Source: an optimization exercise on an open RTL-to-GDS flow (aim: small area, a short achievable clock period and few clock cycles per item). Production flows keep margins and buffers that such runs may drop. Function was not checked in any run shown here: the RTL went through the layout flow alone.

File: flow/config.mk
export PLATFORM = sky130hd
export DESIGN_NAME = exec_cluster
export DESIGN_NICKNAME = exec_cluster
export VERILOG_FILES = /design/flow/design.v
export SDC_FILE = /design/flow/constraint.sdc
export NUM_CORES = 4
export LEC_CHECK = 0
export ABC_AREA = 1
export CAP_MARGIN = 20
export CORE_MARGIN = 2
export CORE_UTILIZATION = 40
export PLACE_DENSITY = 0.6
export SETUP_SLACK_MARGIN = 2
export SLEW_MARGIN = 20
File: flow/constraint.sdc
create_clock -name core_clock -period 8.0 [get_ports {clk}]
set_input_delay 1.6000 -clock core_clock [delete_from_list [all_inputs] [get_ports {clk}]]
set_output_delay 1.6000 -clock core_clock [all_outputs]
set_load 0.01 [all_outputs]
File: flow/design.v
`timescale 1ns/10ps
package exec_pkg;
  localparam int WINDOW = 4;
endpackage
`timescale 1ns/10ps
`timescale 1ns/10ps
`timescale 1ns/10ps
`default_nettype none
module alu_lane (
  input  logic        sub,       
  input  logic        left,      
  input  logic        arith,     
  input  logic        sel_add,
  input  logic        sel_sh,
  input  logic        sel_slt,
  input  logic        sel_sltu,
  input  logic        sel_xor,
  input  logic        sel_or,
  input  logic        sel_and,
  input  logic        sel_a,
  input  logic [31:0] a,
  input  logic [31:0] b,
  output logic [31:0] y
);
  logic [33:0] s2;
  logic [32:0] sum;
  logic        lt_u;
  logic        lt_s;
  logic [31:0] sh_in;
  logic [31:0] sh_out;
  logic [31:0] sh_res;
  logic        fill;
  assign s2   = {1'b0, a, 1'b1} + {1'b0, b ^ {32{sub}}, sub};
  assign sum  = s2[33:1];
  assign lt_u = ~sum[32];
  assign lt_s = (a[31] ^ b[31]) ? a[31] : sum[31];
  always_comb begin
    for (int i = 0; i < 32; i++) sh_in[i] = left ? a[31-i] : a[i];
  end
  assign fill   = arith & a[31];
  assign sh_out = 32'($signed({fill, sh_in}) >>> b[4:0]);
  always_comb begin
    for (int i = 0; i < 32; i++) sh_res[i] = left ? sh_out[31-i] : sh_out[i];
  end
  assign y = ({32{sel_add}} & sum[31:0])
           | ({32{sel_sh}}  & sh_res)
           | {31'b0, (sel_slt & lt_s) | (sel_sltu & lt_u)}
           | ({32{sel_xor}} & (a ^ b))
           | ({32{sel_or}}  & (a | b))
           | ({32{sel_and}} & (a & b))
           | ({32{sel_a}}   & a);
endmodule
`default_nettype wire
`timescale 1ns/10ps
`default_nettype none
module muldiv_lane (
  input  logic        clk,
  input  logic        rst_n,
  input  logic        start,
  input  logic [2:0]  ld_op,
  input  logic [31:0] ld_a,
  input  logic [31:0] ld_b,
  input  logic [1:0]  ld_slot,
  input  logic        ack,
  output logic        free,
  output logic [1:0]  slot_q,
  output logic        fix_n,      
  output logic [1:0]  slot_n,     
  output logic [5:0]  msel_n,     
  output logic [31:0] m0,         
  output logic [31:0] m1,
  output logic [31:0] m2,
  output logic [31:0] m3,
  output logic [31:0] m4,
  output logic [31:0] m5
);
  localparam logic [2:0] S_IDLE = 3'd0, S_NEG = 3'd1, S_DPREP = 3'd2, S_STEP = 3'd3,
                         S_NEGR = 3'd4, S_FIX = 3'd5;
  logic [2:0]  state, state_n;
  logic [2:0]  op_q;
  logic        neg_q;     
  logic        aneg_q;
  logic        bneg_q;
  logic [5:0]  msel;      
  logic [4:0]  cnt;
  logic [5:0]  bsel;      
  logic [32:0] X;         
  logic [35:0] L;         
  logic [32:0] Z;         
  function automatic logic [5:0] blen(input logic [31:0] w);
    blen = 6'd0;
    for (int i = 0; i < 32; i++) if (w[i]) blen = 6'(i + 1);
  endfunction
  function automatic logic [5:0] booth2(input logic [4:0] w);
    booth2[5] = w[1] ^ w[0];
    booth2[4] = (w[2] & ~w[1] & ~w[0]) | (~w[2] & w[1] & w[0]);
    booth2[3] = w[2] & ~(w[1] & w[0]);
    booth2[2] = w[3] ^ w[2];
    booth2[1] = (w[4] & ~w[3] & ~w[2]) | (~w[4] & w[3] & w[2]);
    booth2[0] = w[4] & ~(w[3] & w[2]);
  endfunction
  localparam logic [5:0] DIV_SEL = 6'b101000;
  logic        ld_mul;
  logic        a_sgn, b_sgn, ea, eb;
  logic        a4, a20, b4, b20;
  logic [1:0]  ca, cb, cm;
  logic        swap;
  logic        ld_hi;
  logic [32:0] mult, mcand;
  logic [5:0]  msel_ld;
  assign ld_mul = ~ld_op[2];
  assign a_sgn  = (ld_op != 3'd3) && (ld_op != 3'd5) && (ld_op != 3'd7);
  assign b_sgn  = (ld_op == 3'd0) || (ld_op == 3'd1) || (ld_op == 3'd4) || (ld_op == 3'd6);
  assign ea     = a_sgn & ld_a[31];
  assign eb     = b_sgn & ld_b[31];
  assign a4     = (ld_a[31:3]  == {29{ea}});
  assign a20    = (ld_a[31:19] == {13{ea}});
  assign b4     = (ld_b[31:3]  == {29{eb}});
  assign b20    = (ld_b[31:19] == {13{eb}});
  assign ca     = a4 ? 2'd0 : (a20 ? 2'd1 : 2'd2);
  assign cb     = b4 ? 2'd0 : (b20 ? 2'd1 : 2'd2);
  assign swap   = (ca < cb);
  assign cm     = swap ? ca : cb;
  assign mult   = swap ? {ea, ld_a} : {eb, ld_b};
  assign mcand  = swap ? {eb, ld_b} : {ea, ld_a};
  assign ld_hi  = (ld_op[1:0] != 2'd0);
  always_comb begin
    msel_ld = 6'd0;
    if (!ld_mul)            msel_ld[ld_op[1] ? 5 : 0] = 1'b1;
    else if (cm == 2'd0)    msel_ld[ld_hi ? 4 : 2] = 1'b1;
    else if (cm == 2'd1)    msel_ld[ld_hi ? 3 : 1] = 1'b1;
    else                    msel_ld[ld_hi ? 2 : 0] = 1'b1;
  end
  logic [31:0] nsrc;
  logic [31:0] nx, nz;
  assign nsrc = (state == S_NEGR && !op_q[1]) ? L[31:0] : X[31:0];
  assign nx   = ~nsrc + 32'd1;
  assign nz   = ~Z[31:0] + 32'd1;
  logic [5:0]  bx, bz;
  logic [5:0]  sdiff;
  logic        zdiv, qzero;
  assign bx    = blen(X[31:0]);
  assign bz    = blen(Z[31:0]);
  assign sdiff = bx - bz;
  assign zdiv  = (Z[31:0] == 32'd0);
  assign qzero = (bx < bz);
  logic        is_mul_q;
  logic        one0, two0, neg0, one1, two1, neg1;
  logic [36:0] zs, bm0, bm1, r0, r1, ca_in, cb_in, cc_in, cs, cy;
  logic [37:0] s2;
  logic [36:0] sum;
  logic        ge;
  assign is_mul_q = ~op_q[2];
  assign {one0, two0, neg0, one1, two1, neg1} = bsel;
  assign zs    = {{4{Z[32]}}, Z};
  assign bm0   = ({37{one0}} & zs) | ({37{two0}} & {zs[35:0], 1'b0});
  assign bm1   = ({37{one1}} & zs) | ({37{two1}} & {zs[35:0], 1'b0});
  assign r0    = bm0 ^ {37{neg0}};
  assign r1    = bm1 ^ {37{neg1}};
  assign ca_in = {{4{X[32]}}, X};
  assign cb_in = r0;
  assign cc_in = {r1[34:0], neg1, neg1};
  assign cs    = ca_in ^ cb_in ^ cc_in;
  assign cy    = (ca_in & cb_in) | (ca_in & cc_in) | (cb_in & cc_in);
  assign s2    = {cs, 1'b1} + {cy[35:0], neg1, neg0};
  assign sum   = s2[37:1];
  assign ge    = ~sum[36];
  assign m0 = L[31:0];                        
  assign m1 = {X[11:0], L[35:16]};            
  assign m2 = {X[27:0], L[35:32]};            
  assign m3 = {{11{X[32]}}, X[32:12]};        
  assign m4 = {{27{X[32]}}, X[32:28]};        
  assign m5 = X[31:0];                        
  logic [2:0] ld_state;
  assign ld_state = ld_mul ? S_STEP : ((ea | eb) ? S_NEG : S_DPREP);
  assign free     = (state == S_IDLE) || (state == S_FIX && ack);
  always_comb begin
    case (state)
      S_NEG:   state_n = S_DPREP;
      S_DPREP: state_n = (zdiv || qzero) ? (neg_q ? S_NEGR : S_FIX) : S_STEP;
      S_STEP:  state_n = (cnt != 5'd0) ? S_STEP : ((!is_mul_q && neg_q) ? S_NEGR : S_FIX);
      S_NEGR:  state_n = S_FIX;
      S_FIX:   state_n = !ack ? S_FIX : (start ? ld_state : S_IDLE);
      default: state_n = start ? ld_state : S_IDLE;
    endcase
    if (!rst_n) state_n = S_IDLE;
  end
  assign fix_n  = (state_n == S_FIX);
  assign slot_n = (free && start) ? ld_slot : slot_q;
  assign msel_n = (free && start) ? msel_ld : msel;
  always_ff @(posedge clk) begin
    state <= state_n;
  end
  always_ff @(posedge clk) begin
    case (state)
      S_NEG: begin
        if (aneg_q) X[31:0] <= nx;
        if (bneg_q) Z[31:0] <= nz;
      end
      S_DPREP: begin
        if (zdiv) begin
          L[31:0] <= 32'hffff_ffff;
        end else if (!qzero) begin
          Z[31:0] <= Z[31:0] << sdiff[4:0];
          cnt     <= sdiff[4:0];
        end
      end
      S_NEGR: begin
        if (op_q[1]) X[31:0] <= nx;
        else         L[31:0] <= nx;
      end
      S_STEP: begin
        cnt <= cnt - 5'd1;
        if (is_mul_q) begin
          X    <= sum[36:4];
          L    <= {sum[3:0], L[35:4]};
          bsel <= booth2(L[7:3]);
        end else begin
          if (ge) X <= {1'b0, sum[31:0]};
          L <= {L[34:0], ge};
          Z <= {1'b0, Z[32:1]};
        end
      end
      default: begin
        if (free && start) begin
          op_q   <= ld_op;
          slot_q <= ld_slot;
          msel   <= msel_ld;
          if (ld_mul) begin
            X    <= 33'd0;
            L    <= {{3{mult[32]}}, mult};
            Z    <= mcand;
            bsel <= booth2({mult[3:0], 1'b0});
            cnt  <= (cm == 2'd0) ? 5'd0 : ((cm == 2'd1) ? 5'd4 : 5'd8);
          end else begin
            X      <= {1'b0, ld_a};
            L      <= 36'd0;
            Z      <= {1'b0, ld_b};
            bsel   <= DIV_SEL;
            aneg_q <= ea;
            bneg_q <= eb;
            neg_q  <= ld_op[1] ? ea : ((ea ^ eb) && (ld_b != 32'd0));
          end
        end
      end
    endcase
  end
endmodule
`default_nettype wire
`timescale 1ns/10ps
`timescale 1ns/10ps
`default_nettype none
module exec_cluster (
  input  logic        clk,
  input  logic        rst_n,
  input  logic        in_valid,
  input  logic [6:0]  in_funct7,
  input  logic [2:0]  in_funct3,
  input  logic [31:0] in_a,
  input  logic [31:0] in_b,
  output logic        in_credit,
  input  logic        out_credit,
  output logic        out_valid,
  output logic [3:0]  out_tag,
  output logic [31:0] out_value
);
  logic        ir_v;
  logic        ir_md;
  logic [2:0]  ir_f3;
  logic [31:0] ir_a;
  logic [31:0] ir_b;
  logic        ir_sub, ir_left, ir_arith;
  logic        ir_add, ir_sh, ir_slt, ir_sltu, ir_xor, ir_or, ir_and;
  logic        d_md, d_alt;
  assign d_md  = (in_funct7 == 7'b0000001);
  assign d_alt = (in_funct7 == 7'b0100000);
  always_ff @(posedge clk) begin
    if (!rst_n) ir_v <= 1'b0;
    else        ir_v <= in_valid;
  end
  always_ff @(posedge clk) begin
    ir_md    <= d_md;
    ir_f3    <= in_funct3;
    ir_a     <= in_a;
    ir_b     <= in_b;
    ir_sub   <= (in_funct3 == 3'd0) ? d_alt : 1'b1;
    ir_left  <= (in_funct3 == 3'd1);
    ir_arith <= d_alt && (in_funct3 == 3'd5);
    ir_add   <= !d_md && (in_funct3 == 3'd0);
    ir_sh    <= !d_md && (in_funct3 == 3'd1 || in_funct3 == 3'd5);
    ir_slt   <= !d_md && (in_funct3 == 3'd2);
    ir_sltu  <= !d_md && (in_funct3 == 3'd3);
    ir_xor   <= !d_md && (in_funct3 == 3'd4);
    ir_or    <= !d_md && (in_funct3 == 3'd6);
    ir_and   <= !d_md && (in_funct3 == 3'd7);
  end
  logic [31:0] s_lo [4];    
  logic [31:0] s_hi [4];    
  logic [2:0]  s_op [4];    
  logic [3:0]  s_done;
  logic [3:0]  s_wait;      
  logic [1:0]  wr_ptr;
  logic [2:0]  rd_ptr;      
  logic [4:0]  cred;
  logic [3:0]  osel;        
  logic [5:0]  omd;         
  logic [31:0] alu_y;
  alu_lane u_alu (
    .sub     (ir_sub),
    .left    (ir_left),
    .arith   (ir_arith),
    .sel_add (ir_add),
    .sel_sh  (ir_sh),
    .sel_slt (ir_slt),
    .sel_sltu(ir_sltu),
    .sel_xor (ir_xor),
    .sel_or  (ir_or),
    .sel_and (ir_and),
    .sel_a   (ir_md),
    .a       (ir_a),
    .b       (ir_b),
    .y       (alu_y)
  );
  logic        md_free;
  logic [1:0]  md_slot;
  logic        md_fix_n;
  logic [1:0]  md_slot_n;
  logic [5:0]  md_msel_n;
  logic [31:0] mw [6];
  logic        md_start;
  logic        any_wait;
  logic [1:0]  wait_idx;
  logic        ir_start;
  logic [2:0]  ld_op;
  logic [31:0] ld_a;
  logic [31:0] ld_b;
  logic [1:0]  ld_slot;
  logic        head_fix;
  logic        emit;
  assign ir_start = md_free && !any_wait && ir_v && ir_md;
  assign md_start = md_free && (any_wait || (ir_v && ir_md));
  assign ld_op    = any_wait ? s_op[wait_idx] : ir_f3;
  assign ld_a     = any_wait ? s_lo[wait_idx] : ir_a;
  assign ld_b     = any_wait ? s_hi[wait_idx] : ir_b;
  assign ld_slot  = any_wait ? wait_idx : wr_ptr;
  muldiv_lane u_md (
    .clk    (clk),
    .rst_n  (rst_n),
    .start  (md_start),
    .ld_op  (ld_op),
    .ld_a   (ld_a),
    .ld_b   (ld_b),
    .ld_slot(ld_slot),
    .ack    (emit && head_fix),
    .free   (md_free),
    .slot_q (md_slot),
    .fix_n  (md_fix_n),
    .slot_n (md_slot_n),
    .msel_n (md_msel_n),
    .m0     (mw[0]),
    .m1     (mw[1]),
    .m2     (mw[2]),
    .m3     (mw[3]),
    .m4     (mw[4]),
    .m5     (mw[5])
  );
  logic [3:0]  s_wait_n;
  logic [2:0]  rd_ptr_n;
  logic        any_wait_n;
  logic [1:0]  wait_idx_n;
  logic        head_fix_n;
  always_comb begin
    for (int i = 0; i < 4; i++) begin
      s_wait_n[i] = s_wait[i];
      if (md_start && any_wait && wait_idx == 2'(i)) s_wait_n[i] = 1'b0;
      if (ir_v && wr_ptr == 2'(i)) s_wait_n[i] = ir_md && !ir_start;
    end
    rd_ptr_n   = rd_ptr + 3'(emit);
    any_wait_n = 1'b0;
    wait_idx_n = rd_ptr_n[1:0];
    for (int k = 3; k >= 0; k--) begin
      if (s_wait_n[2'(rd_ptr_n[1:0] + 2'(k))]) begin
        any_wait_n = 1'b1;
        wait_idx_n = 2'(rd_ptr_n[1:0] + 2'(k));
      end
    end
    head_fix_n = md_fix_n && (md_slot_n == rd_ptr_n[1:0]);
  end
  assign head_fix  = |omd;
  assign emit      = (s_done[rd_ptr[1:0]] || head_fix) && (cred != 5'd0);
  assign out_valid = emit;
  assign in_credit = emit;
  assign out_tag   = {1'b0, rd_ptr};
  always_comb begin
    out_value = 32'd0;
    for (int i = 0; i < 4; i++) out_value = out_value | ({32{osel[i]}} & s_lo[i]);
    for (int k = 0; k < 6; k++) out_value = out_value | ({32{omd[k]}} & mw[k]);
  end
  always_ff @(posedge clk) begin
    if (!rst_n) begin
      wr_ptr   <= 2'd0;
      rd_ptr   <= 3'd0;
      cred     <= 5'd0;
      s_done   <= 4'd0;
      s_wait   <= 4'd0;
      any_wait <= 1'b0;
      wait_idx <= 2'd0;
      osel     <= 4'b0001;
      omd      <= 6'd0;
    end else begin
      s_wait   <= s_wait_n;
      any_wait <= any_wait_n;
      wait_idx <= wait_idx_n;
      rd_ptr   <= rd_ptr_n;
      cred     <= cred + 5'(out_credit) - 5'(emit);
      if (ir_v) wr_ptr <= wr_ptr + 2'd1;
      for (int i = 0; i < 4; i++) begin
        osel[i] <= !head_fix_n && (rd_ptr_n[1:0] == 2'(i));
        if (emit && rd_ptr[1:0] == 2'(i)) s_done[i] <= 1'b0;
        if (ir_v && wr_ptr == 2'(i)) s_done[i] <= !ir_md;
      end
      omd <= {6{head_fix_n}} & md_msel_n;
    end
  end
  always_ff @(posedge clk) begin
    for (int i = 0; i < 4; i++) begin
      if (ir_v && wr_ptr == 2'(i)) begin
        s_lo[i] <= alu_y;
        s_hi[i] <= ir_b;
        s_op[i] <= ir_f3;
      end
    end
  end
endmodule
`default_nettype wire
File: flow/run.sh
#!/bin/bash
# synth_recipe.tcl (not shown) runs the flow's synth.tcl, then flattens the netlist and writes it again
# the make line also repeats each setting of config.mk as NAME=value (left out here)
make -C /OpenROAD-flow-scripts/flow DESIGN_CONFIG=/design/flow/config.mk WORK_HOME=/design/flow/orfs CLKGATE_MAP_FILE= SYNTH_SCRIPT=/design/flow/synth_recipe.tcl finish
==> results of run 1 <==
placed cells by master, fill, tap and decap left out, types with 11 or more instances in the layout:
master and n:
a21oi_1 230, a221oi_1 120, a22o_1 11, a22oi_1 26, a31oi_1 31, buf_4 110
clkbuf_1 12, clkbuf_16 61, clkdlybuf4s50_1 114, clkinv_1 17, clkinv_2 12, clkinvlp_4 11
dfxtp_1 109, edfxtp_1 394, fa_1 38, ha_1 167, inv_1 455, inv_2 22
mux2i_1 62, nand2_1 1078, nand2_2 11, nand3_1 221, nand4_1 39, nor2_1 343
nor3_1 37, nor4_1 12, o2111ai_1 62, o211ai_1 106, o21ai_0 444, o21ai_1 66
o21ai_2 17, o221ai_1 18, o22ai_1 97, or2_2 19, xnor2_1 20, xor2_1 144
per-layer routing:
metal / wire length [µm] / share of wire [%] / global-route usage (%)
met5: 26 / 0.015 / 0
met4: 11400 / 6.6 / 19.6
met3: 17000 / 9.8 / 6.02
met2: 76700 / 44 / 54.8
met1: 68200 / 39 / 46.2
layout make-up:
type | instances | area [µm²] | area share (%)
Timing Repair inverter | 7 | 40.0 | 0.0952
Inverter | 504 | 1940 | 4.61
Tap cell | 1254 | 1570 | 3.73
Sequential cell | 507 | 14100 | 33.5
Timing Repair Buffer | 228 | 2010 | 4.78
Clock inverter | 32 | 349 | 0.830
Clock buffer | 78 | 1630 | 3.87
Multi-Input combinational cell | 3516 | 20400 | 48.6
logic make-up (layout without fill, tap and decap cells):
kind of cell,Yosys count,count (layout)
XOR/XNOR,166,166
buffers and inverters,752,849
multiplexers,62,62
adder cells (fa/ha/maj),206,206
AND/OR/NAND/NOR,1793,1793
AO/OA/AOI/OAI,1288,1288
flip-flops,507,507
other,1,1
sequential cells by signal (all words and copies together), names as in the netlist, 6 cells and up:
name / count
ir_b: 32
s_lo: 128
u_md.msel: 6
omd: 6
s_op: 12
u_md.X: 33
ir_a: 32
u_md.bsel: 6
u_md.L: 36
u_md.Z: 33
s_hi: 128
worst min-delay path by stage:
stage / to / cells past startpoint / from
floorplan: s_done[0] / 2 / s_done[0]
global placement: s_done[0] / 2 / s_done[0]
detailed placement: s_done[0] / 2 / s_done[0]
CTS: s_done[1] / 2 / s_done[1]
global route: s_done[1] / 2 / s_done[1]
finish: s_done[1] / 2 / s_done[1]
worst register-to-register path, cell delays in order, from the launching register on:
cell	delay, ns
dfxtp_1	0.37
inv_2	0.49
buf_4	0.38
o21ai_0	0.16
o211ai_1	0.10
nand2_1	0.07
o21ai_1	0.27
buf_4	0.27
nand2_1	0.06
nor2_1	0.12
nand3_1	0.39
o21ai_2	0.30
inv_1	0.09
ha_1	0.34
nand2_4	0.11
nand2_4	0.29
nand2_2	0.51
buf_4	0.44
inv_2	0.20
o211ai_1	0.41
o2111ai_1	0.17
what timing repair did:
item | in CTS | in global routing
setup buffers | 0 | 20
pin swaps | 0 | 1
gates resized for setup | 5 | 24
gates cloned | 0 | 7
endpoints found under the setup margin | 32 | 70
==> results.yml, run 1 <==
sta:
  min_period_over_period_pct: 72.8
  period_needed_ns: 5.82
  fmax_mhz: 172
  relSlewSlack_pct: 20.3
  worst_pin_slew_ns: 1.18
  finClkSkew_ns: 0.0502
  finalSetupViolCount: 0
  grt_setup_unrepaired: "yes"
  setup_slack_ns: 2.18
  fin_setup_tns_ns: 0
  whs_ns: 0.491
  slew_violations: 0
  hold_violations: 0
worst_setup_path:
  worstReg2RegStart: "wait_idx[0]"
  crit_family: "buffers and inverters"
  r2r-end: "u_md.Z[27]"
  cpMaxStageDelayCell: "nand2_2"
  cpPeakStageDelay_ns: 0.50
  rrSetupSlack_ns: 2.18
  required_ns: 8.39
  worstSetupStartpoint: "wait_idx[0]"
  worstSetupEndpointType: "register"
  ff2ff_path_depth: 20
  timing.critical_path.depth: 20
  critical_path_class: "register to register"
  path_cells: "inv_2 > buf_4 > o21ai_0 > o211ai_1 > nand2_1 > o21ai_1 > buf_4 > nand2_1 > nor2_1 > nand3_1 > o21ai_2 > inv_1 > ha_1 > nand2_4 > nand2_4 > nand2_2 > buf_4 > inv_2 > o211ai_1 > o2111ai_1"
  critPathLaunchType: "register"
  crit_fanout: 52
  worst_ep_arrival_time_ns: 6.21
  worstSetupEndpoint: "u_md.Z[27]"
  critical_path_buf_inv_count: 6
  cpMostUsedCell: "buf_4"
synthesis:
  avgSynthCellArea_um2: 7.83
  synth_edf_count: 394
  yosys.area.top_type: "edfxtp_1"
  netlist_instances: 4775
  yosysSeqAreaShare_pct: 37.7
  yosysUniqueCellTypes: 70
  syn_nets: 5059
  synth.most_common_cell: "nand2_1"
  synth-compound-area-share_pct: 21.3
  synthMuxAreaShare_pct: 1.66
  synth_top_area_share_pct: 31.7
  synth-adder-area-share_pct: 7.66
  synthSimpleGateAreaFrac_pct: 19.8
  yosys_most_used_dff: "edfxtp_1"
  yosys-top-cells-count: "1,079 x nand2_1, 467 x inv_1, 448 x o21ai_0"
  ys_ff_latch: 507
  synth_top_family_by_area: "compound AO/OA/AOI/OAI gates"
  synthXorXnorAreaFrac_pct: 3.89
  ys_warn_count: 10
  async_flop_share_pct: 0
  ys_top_cells_by_area: "edfxtp_1 32%, nand2_1 11%, dfxtp_1 6.1%, o21ai_0 6.0%, ha_1 5.6%"
  syn-cell-area_um2: 37400
cells_and_area:
  fillers: 9435
  synthToLayoutAreaGrowth_pct: 12.5
  final_core_util_pct: 45.3
  postLayoutCellArea_um2: 42000
  diodes: 0
  fin_nets: 5106
  drive_above_1_share_pct: 6.88
  stdcell_count: 6126
floorplanning:
  fp.dieW_um: 310
  die_y_um: 310
  placementRows: 112
  initial_core_util_pct: 40.2
  fp.coreArea_um2: 92900
  ioPinCount: 116
  die-area_um2: 95900
global_routing:
  antenna_found_initial: 3
  overflow: 0
  gr-usage-all-layers_pct: 35.2
  grt_pass1_vias: 34500
  grt_pass1_wl_um: 245000
  grt_max_degree: 97
clock_network:
  tritoncts: "yes"
  root_buffer: "clkbuf_16"
  numClockSinks: 507
  cts-hold-fix-buffers: 0
  numCtsBuffers: 58
  clk_latency_ns: 0.67
  cts_buffer_depth: 3
  htreeDepth: 2
  clkTransAtPathRegs_ns: 0.06
route:
  drtIter0Drc: 5204
  via_per_inst: 6.12
  wire_per_inst_um: 28.3
  postRouteAntennaNets: 0
  drtPass1Iterations: 6
  drc: 0
  wl_um: 173000
  via_count: 37500
placed_design:
  gp_congestion: 1.06
  dpl_cell_area_um2: 39800
  detailed_place_hpwl_um: 131000
  dp.cells: 5988
  place_ws_ns: 1.82
  portBuffers: 114
run:
  drv_cap: 0
min_path:
  min_path_type: "register to register"
status:
  status: "complete, no violations"
==> run 2: changes to the inputs <==
--- a/flow/config.mk
+++ b/flow/config.mk
@@ -5,7 +5,6 @@
 export SDC_FILE = /design/flow/constraint.sdc
 export NUM_CORES = 4
 export LEC_CHECK = 0
-export ABC_AREA = 1
 export CAP_MARGIN = 20
 export CORE_MARGIN = 2
 export CORE_UTILIZATION = 40
==> results.yml, run 2 <==
worst_setup_path:
  critical_path_class: "register to register"
  crit_family: "compound AO/OA/AOI/OAI gates"
  required_ns: 8.51
  crit_fanout: 10
  worst_ep_arrival_time_ns: 6.29
  worstSetupEndpointType: "register"
  cpMostUsedCell: "a21oi_1"
  cpMaxStageDelayCell: "o31ai_1"
  cpPeakStageDelay_ns: 0.60
  path_cells: "inv_1 > a21oi_1 > o21bai_1 > a21oi_1 > o21bai_1 > a21oi_1 > o21bai_1 > a21oi_1 > a221oi_1 > o31ai_1 > ha_2 > inv_1 > fa_1 > a21o_1 > a21oi_1 > o21bai_1 > a21oi_1 > o21ai_0 > a31oi_1 > nand4b_1 > and3_1"
  critical_path_buf_inv_count: 2
  critPathLaunchType: "register"
global_routing:
  antenna_found_initial: 5
  overflow: 0
  grt_max_degree: 76
  grt_pass1_wl_um: 229000
  grt_pass1_vias: 32500
  gr-usage-all-layers_pct: 31.4
sta:
  slew_violations: 0
  fin_setup_tns_ns: 0
  period_needed_ns: 5.77
  whs_ns: 0.509
  finalSetupViolCount: 0
  min_period_over_period_pct: 72.2
  fmax_mhz: 173
  worst_pin_slew_ns: 1.24
  hold_violations: 0
  setup_slack_ns: 2.23
  relSlewSlack_pct: 16.2
  finClkSkew_ns: 0.0330
  grt_setup_unrepaired: "no"
cells_and_area:
  stdcell_count: 5264
  drive_above_1_share_pct: 9.63
  mostFrequentLayoutCells: "394 x edfxtp_1, 359 x nand2_1, 250 x mux2i_1"
  final_core_util_pct: 44.5
  synthToLayoutAreaGrowth_pct: 10.7
  final_common_cell: "edfxtp_1"
  postLayoutCellArea_um2: 42800
  fin_nets: 4226
  reg_top3: "s_hi (128), s_lo (128), u_md.L (36)"
  fillers: 9158
  diodes: 0
route:
  postRouteAntennaNets: 0
  drtIter0Drc: 4892
  via_per_inst: 6.66
  drc: 0
  wire_per_inst_um: 30.5
  wl_um: 160000
  drtPass1Iterations: 7
  via_count: 35100
synthesis:
  synth_edf_count: 394
  netlist_instances: 3981
  async_flop_share_pct: 0
  ys_warn_count: 10
  ys_top_cells_by_area: "edfxtp_1 31%, mux2i_1 6.5%, dfxtp_1 5.8%, ha_1 5.4%, mux4_2 5.1%"
  yosysUniqueCellTypes: 94
  yosys_most_used_dff: "edfxtp_1"
  yosysSeqAreaShare_pct: 36.4
  synth_top_area_share_pct: 30.6
  avgSynthCellArea_um2: 9.72
  yosys-top-cells-count: "394 x edfxtp_1, 359 x nand2_1, 253 x mux2i_1"
  ys_ff_latch: 507
  syn_nets: 4265
  syn-cell-area_um2: 38700
  yosys.area.top_type: "edfxtp_1"
  synth.most_common_cell: "edfxtp_1"
floorplanning:
  ioPinCount: 116
  fp.coreArea_um2: 96300
  die-area_um2: 99300
  placementRows: 114
  die_y_um: 315
  initial_core_util_pct: 40.2
  fp.dieW_um: 315
clock_network:
  cts_buffer_depth: 3
  numCtsBuffers: 54
  tritoncts: "yes"
  htreeDepth: 2
  numClockSinks: 507
  clk_latency_ns: 0.65
  clkTransAtPathRegs_ns: 0.06
  root_buffer: "clkbuf_16"
  cts-hold-fix-buffers: 0
placed_design:
  detailed_place_hpwl_um: 117000
  dp.cells: 5151
  portBuffers: 114
  dpl_cell_area_um2: 40900
  gp_congestion: 1.03
  place_ws_ns: 1.87
run:
  drv_cap: 0
status:
  status: "complete, no violations"
min_path:
  min_path_type: "register to register"
run 2: cells by family after synthesis:
| logic type | share of synthesized area [%] |
|---|---|
| XOR/XNOR | 5.52 |
| AND/OR/NAND/NOR | 12.9 |
| other | 0.00969 |
| adder cells (fa/ha/maj) | 7.40 |
| multiplexers | 13.1 |
| AO/OA/AOI/OAI | 19.7 |
| buffers and inverters | 4.93 |
| flip-flops | 36.4 |
run 2: layout make-up:
cell class / instances / area (µm²) / area share (%)
repair buffers: 215 / 1940 / 4.53
flip-flops and latches: 507 / 14100 / 32.9
inverters: 149 / 563 / 1.31
clock buffers: 63 / 1440 / 3.36
multi-input cells: 3015 / 22800 / 53.2
well taps: 1276 / 1600 / 3.73
clock inverters: 39 / 378 / 0.882
run 2: worst paths after layout:
check                           slack (ns)  cells after the start      start    endpoint
worst max-delay path                  2.23                     21  u_md.X[1]     osel[1]
worst min-delay path                  0.51                      0   ir_f3[1]  s_op[3][1]
worst max register to register        2.23                     21  u_md.X[1]     osel[1]
worst min register to register        0.51                      0   ir_f3[1]  s_op[3][1]
run 2: per-layer routing:
layer	track usage, %	routed length, µm	up-vias
met3	7.20	18000	523
met4	18.2	11200	4
li1	-	-	15100
met5	0	27	-
met2	47.5	69300	2391
met1	41.2	61900	17100
run 2: timing repair:
| item | in CTS | in global routing |
|---|---|---|
| gates cloned | 0 | 2 |
| setup buffers | 3 | 5 |
| hold endpoints to repair | 0 | 0 |
| gates resized for setup | 0 | 2 |
| setup endpoints to repair | 33 | 41 |
| pin swaps | 0 | 1 |
==> run 3: changes to the inputs <==
--- a/flow/design.v
+++ b/flow/design.v
@@ -79,8 +79,6 @@
   logic [2:0]  state, state_n;
   logic [2:0]  op_q;
   logic        neg_q;     
-  logic        aneg_q;
-  logic        bneg_q;
   logic [5:0]  msel;      
   logic [4:0]  cnt;
   logic [5:0]  bsel;      
@@ -99,7 +97,7 @@
     booth2[1] = (w[4] & ~w[3] & ~w[2]) | (~w[4] & w[3] & w[2]);
     booth2[0] = w[4] & ~(w[3] & w[2]);
   endfunction
-  localparam logic [5:0] DIV_SEL = 6'b101000;
+  localparam logic [5:0] DIV_SEL = 6'b100000;
   logic        ld_mul;
   logic        a_sgn, b_sgn, ea, eb;
   logic        a4, a20, b4, b20;
@@ -132,15 +130,14 @@
     else                    msel_ld[ld_hi ? 2 : 0] = 1'b1;
   end
   logic [31:0] nsrc;
-  logic [31:0] nx, nz;
+  logic [31:0] nx;
   assign nsrc = (state == S_NEGR && !op_q[1]) ? L[31:0] : X[31:0];
   assign nx   = ~nsrc + 32'd1;
-  assign nz   = ~Z[31:0] + 32'd1;
   logic [5:0]  bx, bz;
   logic [5:0]  sdiff;
   logic        zdiv, qzero;
   assign bx    = blen(X[31:0]);
-  assign bz    = blen(Z[31:0]);
+  assign bz    = blen(Z[32] ? {~Z[31:1], 1'b1} : Z[31:0]);
   assign sdiff = bx - bz;
   assign zdiv  = (Z[31:0] == 32'd0);
   assign qzero = (bx < bz);
@@ -172,7 +169,7 @@
   assign m4 = {{27{X[32]}}, X[32:28]};        
   assign m5 = X[31:0];                        
   logic [2:0] ld_state;
-  assign ld_state = ld_mul ? S_STEP : ((ea | eb) ? S_NEG : S_DPREP);
+  assign ld_state = ld_mul ? S_STEP : (ea ? S_NEG : S_DPREP);
   assign free     = (state == S_IDLE) || (state == S_FIX && ack);
   always_comb begin
     case (state)
@@ -194,14 +191,13 @@
   always_ff @(posedge clk) begin
     case (state)
       S_NEG: begin
-        if (aneg_q) X[31:0] <= nx;
-        if (bneg_q) Z[31:0] <= nz;
+        X[31:0] <= nx;
       end
       S_DPREP: begin
         if (zdiv) begin
           L[31:0] <= 32'hffff_ffff;
         end else if (!qzero) begin
-          Z[31:0] <= Z[31:0] << sdiff[4:0];
+          Z       <= Z << sdiff[4:0];
           cnt     <= sdiff[4:0];
         end
       end
@@ -218,7 +214,7 @@
         end else begin
           if (ge) X <= {1'b0, sum[31:0]};
           L <= {L[34:0], ge};
-          Z <= {1'b0, Z[32:1]};
+          Z <= {Z[32], Z[32:1]};
         end
       end
       default: begin
@@ -235,10 +231,8 @@
           end else begin
             X      <= {1'b0, ld_a};
             L      <= 36'd0;
-            Z      <= {1'b0, ld_b};
-            bsel   <= DIV_SEL;
-            aneg_q <= ea;
-            bneg_q <= eb;
+            Z      <= {eb, ld_b};
+            bsel   <= DIV_SEL | {2'b00, ~eb, 3'b000};
             neg_q  <= ld_op[1] ? ea : ((ea ^ eb) && (ld_b != 32'd0));
           end
         end
--- a/flow/config.mk
+++ b/flow/config.mk
@@ -5,9 +5,10 @@
 export SDC_FILE = /design/flow/constraint.sdc
 export NUM_CORES = 4
 export LEC_CHECK = 0
+export ABC_AREA = 1
 export CAP_MARGIN = 20
 export CORE_MARGIN = 2
 export CORE_UTILIZATION = 40
 export PLACE_DENSITY = 0.6
-export SETUP_SLACK_MARGIN = 2
+export SETUP_SLACK_MARGIN = 3.5
 export SLEW_MARGIN = 20
==> results.yml, run 3 <==
placed_design:
  portBuffers: 114
  dp.cells: 5621
  detailed_place_hpwl_um: 122000
  gp_congestion: 1.07
  dpl_cell_area_um2: 38900
sta:
  relSlewSlack_pct: 22.1
  fmax_mhz: 200
  min_period_over_period_pct: 62.5
  finClkSkew_ns: 0.0435
  fin_setup_tns_ns: 0
  worst_pin_slew_ns: 1.17
  period_needed_ns: 5.00
  slew_violations: 0
  finalSetupViolCount: 0
  grt_setup_unrepaired: "yes"
  hold_violations: 0
status:
  status: "complete, no violations"
global_routing:
  grt_max_degree: 98
  gr-usage-all-layers_pct: 35.0
  grt_pass1_wl_um: 242000
  grt_pass1_vias: 34900
  antenna_found_initial: 10
  overflow: 0
route:
  drc: 0
  wire_per_inst_um: 28.6
  via_per_inst: 6.24
  drtPass1Iterations: 8
  via_count: 37600
  drtIter0Drc: 5189
  postRouteAntennaNets: 0
  wl_um: 173000
floorplanning:
  initial_core_util_pct: 40.2
  ioPinCount: 116
  fp.coreArea_um2: 91200
  placementRows: 111
  die-area_um2: 94100
  die_y_um: 307
  fp.dieW_um: 307
worst_setup_path:
  crit_fanout: 16
  required_ns: 8.39
  critPathLaunchType: "register"
  cpMaxStageDelayCell: "edfxtp_1"
  worst_ep_arrival_time_ns: 5.39
  crit_family: "compound AO/OA/AOI/OAI gates"
  critical_path_buf_inv_count: 7
  cpMostUsedCell: "nand2_1"
  worstSetupEndpointType: "register"
  critical_path_class: "register to register"
  cpPeakStageDelay_ns: 0.53
synthesis:
  async_flop_share_pct: 0
  ys_top_cells_by_area: "edfxtp_1 32%, nand2_1 9.9%, dfxtp_1 6.2%, ha_1 5.6%, o21ai_0 5.6%"
  yosys-top-cells-count: "963 x nand2_1, 460 x inv_1, 410 x o21ai_0"
  ys_warn_count: 10
  yosys.area.top_type: "edfxtp_1"
  yosysUniqueCellTypes: 73
  yosys_most_used_dff: "edfxtp_1"
  synth_top_area_share_pct: 32.1
  synth_edf_count: 392
  syn-cell-area_um2: 36700
  avgSynthCellArea_um2: 8.17
  netlist_instances: 4487
  yosysSeqAreaShare_pct: 38.3
  ys_ff_latch: 505
  syn_nets: 4768
  synth.most_common_cell: "nand2_1"
run:
  drv_cap: 0
cells_and_area:
  reg_top3: "s_hi (128), s_lo (128), u_md.L (36)"
  final_common_cell: "nand2_1"
  postLayoutCellArea_um2: 46500
  mostFrequentLayoutCells: "906 x nand2_1, 412 x inv_1, 392 x edfxtp_1"
  synthToLayoutAreaGrowth_pct: 26.9
  stdcell_count: 6032
  drive_above_1_share_pct: 20.3
  fin_nets: 5076
clock_network:
  clk_latency_ns: 0.67
  root_buffer: "clkbuf_16"
  htreeDepth: 2
  numCtsBuffers: 56
  tritoncts: "yes"
  cts_buffer_depth: 3
  clkTransAtPathRegs_ns: 0.06
  cts-hold-fix-buffers: 0
  numClockSinks: 505
min_path:
  min_path_type: "register to register"
## run 3: routing by layer
| layer | GRT usage [%] | vias up | wire (µm) |
|---|---|---|---|
| li1 | - | 16500 | - |
| met1 | 44.5 | 18100 | 65200 |
| met2 | 53.7 | 2447 | 74900 |
| met3 | 8.07 | 589 | 18900 |
| met4 | 22.2 | 12 | 13600 |
| met5 | 0 | - | 70 |
## run 3: area by class of cell
cell class                      count  area, µm²
Fill cell                        8475      44700
Clock inverter                     41        433
Inverter                          488       2060
Timing Repair Buffer              474       4730
Multi-Input combinational cell   3255      22200
Clock buffer                       65       1510
Tap cell                         1186       1480
Antenna cell                        3       7.51
Sequential cell                   505      14100
Timing Repair inverter             15        104
## run 3: stage by stage
step	hold WS [ns]	util [%]	worst slack, ns
6_report	0.480	51.0	3.00
4_1_cts	0.476	48.6	3.05
5_1_grt	0.509	51.0	2.66
3_5_place_dp	0.466	42.7	1.72
3_3_place_gp	0.470	42.7	1.80
2_1_floorplan	0.442	-	3.48
## run 3: timing repair
item | CTS | global route
pin swaps | 101 | 132
gates cloned | 26 | 5
setup endpoints to repair | 246 | 228
buffers inserted | 185 | 86
gates resized for setup | 441 | 304
## run 3: worst reg2reg max path: cells and delay by family, from the launching register on
family / cells / cell delay (ns)
AO/OA/AOI/OAI: 10 / 1.42
flip-flops: 1 / 0.53
adder cells (fa/ha/maj): 2 / 0.54
XOR/XNOR: 1 / 0.17
buffers and inverters: 7 / 0.89
AND/OR/NAND/NOR: 21 / 1.18
## run 3: path summary, 6_finish.rpt
check	startpoint	end	slack [ns]	depth (start not counted)
max reg2reg	u_md.Z[32]	u_md.Z[31]	3.00	41
max	u_md.Z[32]	u_md.Z[31]	3.00	41
min reg2reg	s_done[0]	s_done[0]	0.48	2
min	s_done[0]	s_done[0]	0.48	2
## run 3: cells by family after synthesis
| group | share of synthesized area, % |
|---|---|
| buf+inv | 7.96 |
| simple gates | 17.2 |
| xor+xnor | 4.82 |
| other cells | 0.0102 |
| mux | 1.72 |
| flops | 38.3 |
| compound gates | 22.3 |
| fa+ha+maj | 7.70 |
==> run 4: changes to the inputs <==
--- a/flow/config.mk
+++ b/flow/config.mk
@@ -5,7 +5,6 @@
 export SDC_FILE = /design/flow/constraint.sdc
 export NUM_CORES = 4
 export LEC_CHECK = 0
-export ABC_AREA = 1
 export CAP_MARGIN = 20
 export CORE_MARGIN = 2
 export CORE_UTILIZATION = 40
==> results.yml, run 4 <==
synthesis:
  netlist_instances: 3836
  async_flop_share_pct: 0
  syn_nets: 4117
  avgSynthCellArea_um2: 9.76
  ys_warn_count: 10
  ys_ff_latch: 505
  yosysSeqAreaShare_pct: 37.5
  yosys.area.top_type: "edfxtp_1"
  yosys-top-cells-count: "403 x nand2_1, 392 x edfxtp_1, 254 x a21oi_1"
  yosys_most_used_dff: "edfxtp_1"
  synth_edf_count: 392
  syn-cell-area_um2: 37400
  synth_top_area_share_pct: 31.5
  yosysUniqueCellTypes: 87
  synth.most_common_cell: "nand2_1"
  ys_top_cells_by_area: "edfxtp_1 31%, mux2i_1 6.6%, dfxtp_1 6.0%, mux4_2 6.0%, ha_1 5.5%"
clock_network:
  clkTransAtPathRegs_ns: 0.07
  clk_latency_ns: 0.66
  cts_buffer_depth: 3
  numClockSinks: 505
  numCtsBuffers: 56
  htreeDepth: 2
  root_buffer: "clkbuf_16"
  tritoncts: "yes"
worst_setup_path:
  critical_path_class: "register to register"
  worstSetupEndpointType: "register"
  rrSetupSlack_ns: 2.99
  worstReg2RegStart: "u_md.Z[5]"
  required_ns: 8.38
  crit_fanout: 5
  r2r-end: "u_md.Z[25]"
  ff2ff_path_depth: 24
  worst_ep_arrival_time_ns: 5.39
  critPathLaunchType: "register"
sta:
  finalSetupViolCount: 0
  finClkSkew_ns: 0.0371
  fmax_mhz: 199
  min_period_over_period_pct: 62.7
  fin_setup_tns_ns: 0
  hold_violations: 0
  relSlewSlack_pct: 12.1
  worst_pin_slew_ns: 1.28
  slew_violations: 0
  grt_setup_unrepaired: "yes"
  period_needed_ns: 5.01
cells_and_area:
  postLayoutCellArea_um2: 45600
  synthToLayoutAreaGrowth_pct: 21.7
  multiInputGateArea_um2: 23000
  drive_above_1_share_pct: 19.3
  final_common_cell: "nand2_1"
  fin_nets: 4326
  fillers: 8662
  mostFrequentLayoutCells: "396 x nand2_1, 392 x edfxtp_1, 255 x buf_4"
  stdcell_count: 5352
  reg_top3: "s_hi (128), s_lo (128), u_md.L (36)"
  regArea_um2: 14100
global_routing:
  grt_pass1_wl_um: 226000
  gr-usage-all-layers_pct: 32.3
  overflow: 0
  antenna_found_initial: 10
  grt_max_degree: 56
  grt_pass1_vias: 31800
floorplanning:
  initial_core_util_pct: 40.2
  ioPinCount: 116
  placementRows: 112
  fp.coreArea_um2: 93000
  die-area_um2: 96000
  fp.dieW_um: 310
  die_y_um: 310
placed_design:
  gp_congestion: 1.04
  detailed_place_hpwl_um: 108000
  dp.cells: 4980
  dpl_cell_area_um2: 39800
  portBuffers: 114
min_path:
  min_delay_worst_endpoint: "rd_ptr[2]"
  min_path_type: "register to register"
  min_from: "rd_ptr[2]"
  worstHoldPathCells: 2
route:
  postRouteAntennaNets: 0
  drc: 0
  drtIter0Drc: 5084
  via_count: 34900
  drtPass1Iterations: 7
  wire_per_inst_um: 29.9
  via_per_inst: 6.53
  wl_um: 160000
status:
  status: "complete, no violations"
run:
  drv_cap: 0
run 4: changes by cell type in the layout (fill, tap and decap cells not counted), sizes merged, moves of 103 or more:
cell	delta
a22oi	+138
inv	-312
mux2i	+183
nand2	-571
nand3	-103
o21ai	-225
run 4: timing repair:
| item | CTS | global route |
|---|---|---|
| endpoints found under the setup margin | 240 | 223 |
| hold buffers | 0 | 0 |
| buffers inserted | 148 | 99 |
| resized for setup | 101 | 201 |
| pin swaps | 24 | 96 |
| cloned | 6 | 8 |
run 4: cell families after synthesis:
family                   synth area share [%]
buffers and inverters                    4.68
XOR/XNOR                                 5.03
AND/OR/NAND/NOR                          12.5
other                                  0.0100
flip-flops                               37.5
AO/OA/AOI/OAI                            19.4
multiplexers                             13.3
adder cells (fa/ha/maj)                  7.55
run 4: worst max path at each step:
stage,startpoint,endpoint,slack (ns)
2_1_floorplan,u_md.bsel[2],u_md.X[0],3.13
3_3_place_gp,u_md.Z[32],u_md.Z[31],2.08
3_5_place_dp,u_md.Z[32],u_md.Z[31],2.05
4_1_cts,u_md.Z[5],u_md.Z[25],3.12
5_1_grt,u_md.Z[32],u_md.Z[26],2.76
6_report,u_md.Z[5],u_md.Z[25],2.99
run 4: per-stage QoR:
step / hold WS [ns] / setup slack (ns) / util (%)
after floorplan: 0.456 / 3.13 / -
after global placement: 0.483 / 2.08 / 42.8
after detailed placement: 0.493 / 2.05 / 42.8
after CTS: 0.525 / 3.12 / 46.9
after global routing: 0.548 / 2.76 / 48.9
final: 0.516 / 2.99 / 49.0
run 4: cell type report:
class                           instances  share of cell area (%)
Clock buffer                           69                    3.18
Clock inverter                         35                   0.835
Antenna cell                            7                  0.0384
Timing Repair Buffer                  453                    9.87
Inverter                              145                    1.24
Sequential cell                       505                    30.9
Tap cell                             1254                    3.44
Multi-Input combinational cell       2884                    50.5
run 4: per-layer routing:
layer  up-vias  GRT usage [%]  part of all wire [%]
met5         -           1.26                  0.10
met4        10           21.4                   8.2
met3       648           10.3                    12
met2      2427           47.5                    43
met1     16900           40.7                    37
li1      15000              -                     -
run 4: critical path: stages, from the launching register on:
cell and delay (ns):
edfxtp_1 0.47, or3_1 0.40, a221oi_2 0.23, nor3_1 0.09, a21oi_1 0.17, o21ai_1 0.10
nand3_1 0.10, o21ai_2 0.08, a21oi_2 0.14, nor3_2 0.07, o31ai_1 0.19, a21oi_1 0.12
o22ai_2 0.18, ha_4 0.17, inv_4 0.03, fa_2 0.57, buf_12 0.14, buf_6 0.11
mux4_2 0.55, mux2i_2 0.23, mux2i_1 0.14, a21oi_1 0.15, nor2_1 0.06, a211oi_2 0.17
a21oi_1 0.06

[afterwards: timing with drivers on the ports]
In the flow no input, the clock included, has a driving cell. The finished layouts below were timed again as built, in two steps.
Step 1 sets driving cells, clkbuf_16 on the clock port and buf_2 on the other inputs (assumed; they add their load-dependent delay and slew).
Step 2 moves the port delays by t, midway between the first and last clock arrival at a register: inputs arrive t later, outputs are due t later. That takes back most of the time a late clock gives input paths.
a / b / c = no drivers / after step 1 / after step 2; a / b = the first two.
run	shift t [ns]	slack for setup (ns)	clock arrival spread, ns	worst register clock-pin slew, ns	worst data-port slew with drivers (ns)
run 1	0.714	2.175 / 2.175 / 2.175	0.050 / 0.050	0.07 / 0.07	0.05
run 2	0.698	2.227 / 2.227 / 2.227	0.033 / 0.033	0.07 / 0.07	0.05
run 3	0.713	3.003 / 3.003 / 3.003	0.044 / 0.044	0.07 / 0.07	0.04
run 4	0.702	2.986 / 2.986 / 2.986	0.037 / 0.037	0.07 / 0.07	0.05
After both steps setup and hold are still met in every run listed.
